Source: an optimization exercise on an open RTL-to-GDS flow (aim: small area, a short achievable clock period and few clock cycles per item). Production flows keep margins and buffers that such runs may drop.

## led_pattern_generator_unit
module led_pattern_generator_unit (
    input  logic        clk,
    input  logic        rst_n,
    input  logic        cfg_we,
    input  logic [2:0]  cfg_index,
    input  logic [15:0] cfg_data,
    input  logic        in_valid,
    output logic        in_ready,
    input  logic [31:0] now_ms,
    output logic        out_valid,
    input  logic        out_ready,
    output logic [9:0]  pwm_level,
    output logic [6:0]  brightness_pct
);
For scale: ~3500 cells after synthesis, ~440 flip-flops.
Settings: LEC_CHECK=0, ABC_AREA=1, CAP_MARGIN=20, CORE_MARGIN=2, CORE_UTILIZATION=40, SETUP_SLACK_MARGIN=5, SLEW_MARGIN=20; clock period 9.0 ns.
run.sh (not shown) runs the stock make flow with config.mk's settings and CLKGATE_MAP_FILE= SYNTH_SCRIPT=/design/flow/synth_recipe.tcl, a recipe that flattens the netlist after the stock synthesis.
Change:
==> flow/flow/run.sh (new file) <==
#!/bin/bash
# The standard layout, with timing repair aiming at a 3 ns clock (setup margin 6 ns).
set -euo pipefail
bash standard.sh SETUP_SLACK_MARGIN=6 finish > standard_flow.log 2>&1
==> flow/standard.sh (new file) <==
#!/bin/bash
# synth_recipe.tcl (not shown) runs the flow's synth.tcl, then flattens the netlist and writes it again
# the make line also repeats each setting of config.mk as NAME=value (left out here)
make -C /OpenROAD-flow-scripts/flow DESIGN_CONFIG=/design/flow/config.mk WORK_HOME=/design/flow/orfs CLKGATE_MAP_FILE= SYNTH_SCRIPT=/design/flow/synth_recipe.tcl "${@:-finish}"
Settings changed: ABC_AREA 1 to default.
removed: flow/run.sh
Worst setup slack gets worse by 130 ps.
Non-clock buffer count is higher by 288.
Synthesized area goes up slightly.
Routed wire length went up by about a fifth.
Change:
==> flow/run.sh (new file) <==
#!/bin/bash
# synth_recipe.tcl (not shown) runs the flow's synth.tcl, then flattens the netlist and writes it again
# the make line also repeats each setting of config.mk as NAME=value (left out here)
make -C /OpenROAD-flow-scripts/flow DESIGN_CONFIG=/design/flow/config.mk WORK_HOME=/design/flow/orfs CLKGATE_MAP_FILE= SYNTH_SCRIPT=/design/flow/synth_recipe.tcl finish
removed: flow/flow/run.sh
removed: flow/standard.sh
=> Wire length fell by about 10%. Design area fell by about 10%. Via count fell by 5.6%. Core utilization fell by 5.3 points. Cell count fell by about 4.6%. Sequential share of layout area rose by 3.4 points.
Change:
==> flow/flow/run.sh (new file) <==
#!/bin/bash
# The standard layout, with timing repair aiming at a 3 ns clock (setup margin 6 ns).
set -euo pipefail
bash standard.sh SETUP_SLACK_MARGIN=6 finish > standard_flow.log 2>&1
==> flow/standard.sh (new file) <==
#!/bin/bash
# synth_recipe.tcl (not shown) runs the flow's synth.tcl, then flattens the netlist and writes it again
# the make line also repeats each setting of config.mk as NAME=value (left out here)
make -C /OpenROAD-flow-scripts/flow DESIGN_CONFIG=/design/flow/config.mk WORK_HOME=/design/flow/orfs CLKGATE_MAP_FILE= SYNTH_SCRIPT=/design/flow/synth_recipe.tcl "${@:-finish}"
Settings changed: ABC_AREA from default to 1.
removed: flow/run.sh
Result:
- The new run finished clean
- setup slack improves by 530 ps
- via count grows by roughly a tenth
- sequential share of layout area drops by 2.9 points
- critical path depth is higher by 5
No functional check of the RTL was part of any run of this note.

========
led_pattern_generator_unit, a different RTL version from the one above (not shown whole).
Size in the first run: ~3400 cells after synthesis, ~390 flip-flops, roughly 75 I/O pins, ~0.032 mm² of cells after synthesis.
clock: 9.0 ns
lec_check: 0
abc_clock_period_in_ps: 4000
cap_margin: 20
core_margin: 2
core_utilization: 40
setup_slack_margin: 5
slew_margin: 20
Stock flow here: none of the scripts above is used.
The first run finished clean.
Then changed:
--- a/flow/config.mk
+++ b/flow/config.mk
@@ -7,3 +7,3 @@
 export LEC_CHECK = 0
-export ABC_CLOCK_PERIOD_IN_PS = 4000
+export ABC_AREA = 1
 export CAP_MARGIN = 20
@@ -11,3 +11,2 @@
 export CORE_UTILIZATION = 40
-export SETUP_SLACK_MARGIN = 5
 export SLEW_MARGIN = 20
Result: The changed run completed with no timing, DRC or antenna violations. Core utilization drops by 6.4 points. Die area came out lower by 1.7%. Final cell count went up by 10%. Wire length drops by 7.9%.
No run of this note included a check of the RTL's function; only the layout flow was run.

========
red:
led_pattern_generator_unit, a different RTL version from the one above (not shown whole).
Size in the first run: ~3500 cells after synthesis, roughly 75 I/O pins, roughly 30000 sq um of cells after synthesis.
## led_pattern_generator_unit
module led_pattern_generator_unit (
    input  logic        clk,
    input  logic        rst_n,
    input  logic        cfg_we,
    input  logic [2:0]  cfg_index,
    input  logic [15:0] cfg_data,
    input  logic        in_valid,
    output logic        in_ready,
    input  logic [31:0] now_ms,
    output logic        out_valid,
    input  logic        out_ready,
    output logic [9:0]  pwm_level,
    output logic [6:0]  brightness_pct
);
Settings: LEC_CHECK=0, ABC_AREA=1, CAP_MARGIN=20, CORE_MARGIN=2, CORE_UTILIZATION=40, SETUP_SLACK_MARGIN=5, SLEW_MARGIN=20; clock period 9.0 ns.
red completed every stage of the flow, and the final layout passed the timing, DRC and antenna checks.
## Diff of input files: blue against red
==> flow/flow/run.sh (new file) <==
#!/bin/bash
# The standard layout, with timing repair aiming at a 3 ns clock (setup margin 6 ns).
set -euo pipefail
bash standard.sh SETUP_SLACK_MARGIN=6 finish > standard_flow.log 2>&1
==> flow/standard.sh (new file) <==
#!/bin/bash
# synth_recipe.tcl (not shown) runs the flow's synth.tcl, then flattens the netlist and writes it again
# the make line also repeats each setting of config.mk as NAME=value (left out here)
make -C /OpenROAD-flow-scripts/flow DESIGN_CONFIG=/design/flow/config.mk WORK_HOME=/design/flow/orfs CLKGATE_MAP_FILE= SYNTH_SCRIPT=/design/flow/synth_recipe.tcl "${@:-finish}"
removed: flow/run.sh
Notes after the runs:
- Critical path depth shrinks by more than 10% when moving from red to blue.
- Comparing blue against red, there is no change at all in distinct cell type count after synthesis.
- In the flow results for red and blue, the final critical-path setup slack is smaller on blue.
- When the final numbers for red and blue were put side by side, the wire length turned out to be greater in blue.
- The number of post-CTS setup repair buffers in blue was higher than what red gave.
- On proportion of layout cells with a drive suffix above 1, the lower figure sits with red, not blue.
Function was not checked in any run of this note: the RTL went through the layout flow alone.

## what the ideal ports hide
The results above use ideal ports. As a check the final layouts listed here were re-extracted and re-timed, cells and wires unchanged.
Step 1, drivers: a clkbuf_16 drives clk and a buf_2 each remaining input, both assumed.
Step 2, shift: input delay + t, output delay - t, t = (earliest + latest rising clock arrival at the registers) / 2. This alone moves slack from input paths to output paths.
a / b / c = ideal ports / drivers / drivers and shift; a / b = the first two.
| run | t, ns | slack for setup (ns) | latest minus earliest clock arrival (ns) | worst slew at a driven data input, ns |
|---|---|---|---|---|
| the first run of note 1 | 0.668 | 5.049 / 5.049 / 5.049 | 0.036 / 0.036 | 0.05 |
| the second run of note 1 | 0.677 | 4.917 / 4.917 / 4.917 | 0.023 / 0.022 | 0.04 |
| the third run of note 1 | 0.665 | 4.868 / 4.868 / 4.868 | 0.020 / 0.021 | 0.05 |
| the fourth run of note 1 | 0.655 | 5.398 / 5.398 / 5.398 | 0.037 / 0.037 | 0.05 |
| the first run of note 2 | 0.655 | 3.529 / 3.529 / 3.529 | 0.025 / 0.025 | 0.07 |
| the second run of note 2 | 0.661 | 2.823 / 2.823 / 2.823 | 0.022 / 0.022 | 0.06 |
| red | 0.679 | 4.789 / 4.789 / 4.626 | 0.025 / 0.025 | 0.05 |
| blue | 0.676 | 4.676 / 4.676 / 4.676 | 0.065 / 0.065 | 0.04 |
After both steps setup and hold are still met in every run listed. For red, which loses most, drivers alone change the setup slack by 0.000 ns; drivers and shift together by -0.163 ns.
